This design comes from an exercise in tuning for small area on the open sky130 flow, not from production work.
Only simulation tests tie the RTL to the original design; equivalence was not proved.
Power and IR drop assume default switching activity.

== amber ==
==> flow/design.v <==
package adc_rx_pkg;
	localparam int LANES        = 16;   
	localparam int SAMPLE_BITS  = 12;   
	localparam int CHAN_BITS    = 4;
	localparam int SET_NUM_BITS = 8;
	localparam int SET_DEPTH = 2;
	localparam int CREDITS   = 4;    
	localparam int DROP_BITS = 8;
	localparam int CNT_BITS    = $clog2(SAMPLE_BITS);
	localparam int PTR_BITS    = $clog2(SET_DEPTH);
	localparam int FILL_BITS   = $clog2(SET_DEPTH + 1);
	localparam int CREDIT_BITS = $clog2(CREDITS + 1);
	localparam int SET_BITS = LANES * SAMPLE_BITS;   
endpackage
`timescale 1ns/100ps
module adc_rx_top (
	input  logic                                  CMS_CLK_P,
	input  logic                                  rst_n,
	input  logic [adc_rx_pkg::LANES-1:0]          adc_lanes,
	input  logic                                  adc_frame,
	input  logic                                  credit_return,
	output logic                                  sample_valid,
	output logic [adc_rx_pkg::CHAN_BITS-1:0]      sample_chan,
	output logic [adc_rx_pkg::SAMPLE_BITS-1:0]    sample_data,
	output logic [adc_rx_pkg::SET_NUM_BITS-1:0]   sample_set,
	output logic                                  sample_last,
	output logic [adc_rx_pkg::DROP_BITS-1:0]      dropped_sets
);
	localparam int L  = adc_rx_pkg::LANES;
	localparam int B  = adc_rx_pkg::SAMPLE_BITS;
	localparam int DM = L - 5;   
	function automatic integer lane_dly(input integer l);
		lane_dly = (l > 4) ? l - 4 : 0;
	endfunction
	function automatic [1:0] inc3(input [1:0] s);
		inc3 = (s == 2'd2) ? 2'd0 : s + 2'd1;
	endfunction
	logic [3:0] bit_cnt;     
	logic       set_valid;
	logic [7:0] set_num;
	always_ff @(posedge CMS_CLK_P or negedge rst_n) begin
		if (!rst_n) begin
			bit_cnt   <= 4'd0;
			set_valid <= 1'b0;
			set_num   <= 8'd0;
		end else begin
			set_valid <= ~adc_frame & (bit_cnt == 4'd11);
			if (set_valid)
				set_num <= set_num + 1'b1;
			if (adc_frame)
				bit_cnt <= 4'd1;
			else if (bit_cnt == 4'd11)
				bit_cnt <= 4'd0;
			else if (bit_cnt != 4'd0)
				bit_cnt <= bit_cnt + 1'b1;
		end
	end
	logic [3:0] phase;
	always_ff @(posedge CMS_CLK_P or negedge rst_n) begin
		if (!rst_n)
			phase <= 4'd0;
		else
			phase <= (phase == 4'd11) ? 4'd0 : phase + 1'b1;
	end
	logic [1:0] cur;
	logic [1:0] fill;
	logic       full;
	logic       wr_en;
	logic       take;
	logic [1:0] wr_slot;
	logic [1:0] ld_slot;
	assign full    = fill[1];
	assign wr_en   = set_valid & ~full;
	assign wr_slot = (fill == 2'd0) ? inc3(cur) : inc3(inc3(cur));
	assign ld_slot = (wr_en | full) ? inc3(wr_slot) : wr_slot;
	always_ff @(posedge CMS_CLK_P or negedge rst_n) begin
		if (!rst_n) begin
			cur          <= 2'd0;
			fill         <= 2'd0;
			dropped_sets <= 8'd0;
		end else begin
			if (take)
				cur <= inc3(cur);
			case ({wr_en, take})
				2'b10:   fill <= fill + 1'b1;
				2'b01:   fill <= fill - 1'b1;
				default: fill <= fill;
			endcase
			if (set_valid && full && dropped_sets != 8'hff)
				dropped_sets <= dropped_sets + 1'b1;
		end
	end
	logic       busy;
	logic [3:0] chan;        
	logic [2:0] credits;
	logic       emit;
	logic       finishing;
	assign emit      = busy & (credits != 3'd0);
	assign finishing = emit & (chan == 4'd15);
	assign take      = (fill != 2'd0) & (~busy | finishing);
	always_ff @(posedge CMS_CLK_P or negedge rst_n) begin
		if (!rst_n) begin
			busy         <= 1'b0;
			chan         <= 4'd0;
			credits      <= 3'd4;
			sample_valid <= 1'b0;
			sample_last  <= 1'b0;
		end else begin
			sample_valid <= emit;
			sample_last  <= finishing;
			if (take)
				busy <= 1'b1;
			else if (finishing)
				busy <= 1'b0;
			if (emit)
				chan <= chan + 1'b1;
			case ({emit, credit_return})
				2'b10: credits <= credits - 1'b1;
				2'b01: if (credits != 3'd4) credits <= credits + 1'b1;
				default: credits <= credits;
			endcase
		end
	end
	logic [DM:0][1:0] dslot;    
	logic [DM:0]      dfull;    
	logic [DM-1:0]    lane_pipe [L];
	logic [L-1:0]     lane_bit;
	logic [DM:1][1:0] dslot_q;
	logic [DM:1]      dfull_q;
	assign dslot = {dslot_q, ld_slot};
	assign dfull = {dfull_q, ld_slot == cur};
	always_ff @(posedge CMS_CLK_P) begin
		dslot_q <= dslot[DM-1:0];
		dfull_q <= dfull[DM-1:0] & {DM{~take}};   
		for (int l = 0; l < L; l++)
			lane_pipe[l] <= {lane_pipe[l][DM-2:0], adc_lanes[l]};
	end
	always_comb begin
		for (int l = 0; l < L; l++)
			lane_bit[l] = (lane_dly(l) == 0) ? adc_lanes[l] : lane_pipe[l][lane_dly(l) - 1];
	end
	logic [B-1:0] ring [3][L];
	logic [7:0]   num  [3];
	logic [3:0]   offs [3];
	logic [L-1:0] hold;         
	always_comb begin
		for (int l = 0; l < L; l++)
			hold[l] = dfull[lane_dly(l)] & ((chan < 4'(l)) | ((chan == 4'(l)) & ~emit));
	end
	always_ff @(posedge CMS_CLK_P) begin
		for (int s = 0; s < 3; s++) begin
			for (int l = 0; l < L; l++) begin
				for (int i = 0; i < B; i++) begin
					if (i == B - 1 - lane_dly(l))
						ring[s][l][i] <= (dslot[lane_dly(l)] == 2'(s) && !hold[l]) ? lane_bit[l]
						                 : ring[s][l][(i + 1) % B];
					else
						ring[s][l][i] <= ring[s][l][(i + 1) % B];
				end
			end
			if (wr_en && wr_slot == 2'(s)) begin
				num[s]  <= set_num;
				offs[s] <= phase;
			end
		end
	end
	logic [1:0]   out_slot;
	logic [3:0]   out_chan;
	logic [B-1:0] word;
	logic [4:0]   diff;
	logic [3:0]   rot;
	logic [B-1:0] r0, r1, r2, r3;
	assign word = ring[cur][chan];
	assign diff = {1'b0, phase} - {1'b0, offs[cur]};
	assign rot  = diff[4] ? diff[3:0] + 4'd12 : diff[3:0];
	always_comb begin
		for (int j = 0; j < B; j++)
			r0[j] = rot[0] ? word[(j + B - 1) % B] : word[j];
		for (int j = 0; j < B; j++)
			r1[j] = rot[1] ? r0[(j + B - 2) % B] : r0[j];
		for (int j = 0; j < B; j++)
			r2[j] = rot[2] ? r1[(j + B - 4) % B] : r1[j];
		for (int j = 0; j < B; j++)
			r3[j] = rot[3] ? r2[(j + B - 8) % B] : r2[j];
	end
	always_ff @(posedge CMS_CLK_P) begin
		out_slot    <= cur;
		out_chan    <= chan;
		sample_data <= r3;
	end
	assign sample_chan = out_chan;
	assign sample_set  = num[out_slot];
endmodule
export LEC_CHECK = 0
export CAP_MARGIN = 20
export CORE_MARGIN = 2
export CORE_UTILIZATION = 30
export CTS_BUF_LIST = sky130_fd_sc_hd__clkbuf_4
export CTS_CLUSTER_DIAMETER = 50
export CTS_CLUSTER_SIZE = 10
export SLEW_MARGIN = 20
create_clock -name core_clock -period 5.5 [get_ports {CMS_CLK_P}]
run.sh (not shown) runs the stock make flow with config.mk's settings and CLKGATE_MAP_FILE= SYNTH_SCRIPT=/design/flow/synth_recipe.tcl, a recipe that flattens the netlist after the stock synthesis.
[inputs] willow vs amber
Settings: clearing CTS_CLUSTER_DIAMETER, which used to be 50; clearing CTS_BUF_LIST, which used to be sky130_fd_sc_hd__clkbuf_4; clearing CTS_CLUSTER_SIZE, which used to be 10.
==> results.txt <==
Across amber and willow, the outcome is the same: a clean finish for every run. amber -> willow: combined area of all synthesized cells delta 0, exact match. Comparing amber and willow, the lower share of the final layout cell area in multi-input gates is on willow. Status: global routing usage summed across all routing layers parity (willow, amber). Summary: worst hold-check slack, willow better than amber. From amber to willow the numbers moved as follows: relative contribution of combinational cells to total power went down by 4.3 points; share of synthesized area spent on multiplexers roughly the same; fraction of layout cells with a size suffix above 1 went up 0.33 points; final wirelength decreased by about 0.4% relative to the old numbers; timing-limited maximum frequency lost 1.1%. Lower clock buffer count among amber and willow: willow. Setup slack on the worst flop-to-flop path ended up 0.06 ns lower on willow than on amber.
Here is what was changed in the inputs of garnet compared with willow.
Settings: CTS_BUF_LIST newly set to sky130_fd_sc_hd__clkbuf_4.
[summary]
Having completed the whole flow, garnet delivered a layout that passed the timing, design-rule and antenna checks.
Taking willow as the reference point, the met1 routed wirelength after detailed routing of garnet rises by about 1%.
Diff willow -> garnet | post-route cell area | decrease of 1.6%
Clock-buffer cell count sits higher in garnet than in willow.
Compared with willow, garnet shows portion of the clock cycle consumed by the worst path in the final layout higher by 0.19 points.
Comparing willow with garnet, the leakage component of the power came out essentially unchanged.
Setup slack (lower): garnet
Against willow, garnet reports a sequential share of layout area that is higher.

[what the ideal ports hide]
How much do the figures lean on ideal ports? The routed layouts below were timed once more, with nothing changed but the port constraints. Step 1 sets driving cells, clkbuf_16 on the clock port and buf_2 on the other inputs (assumed; they add their load-dependent delay and slew). Step 2 times the ports against the registers' clock, not the clock port: input delays grow and output delays shrink by t, the midpoint of the rising clock arrivals with the driver on. a / b / c = ideal ports / drivers / drivers and shift; a / b = the first two.
| run | t (ns) | setup slack, ns | slew at the worst register clock pin (ns) | pins driven straight from the clock port |
|---|---|---|---|---|
| amber | 0.946 | 0.593 / 0.593 / 0.593 | 0.12 / 0.12 | 1 |
| willow | 0.698 | 0.536 / 0.536 / 0.536 | 0.07 / 0.07 | 1 |
| garnet | 1.081 | 0.525 / 0.525 / 0.525 | 0.08 / 0.08 | 1 |
After both steps every run listed still meets setup and hold.
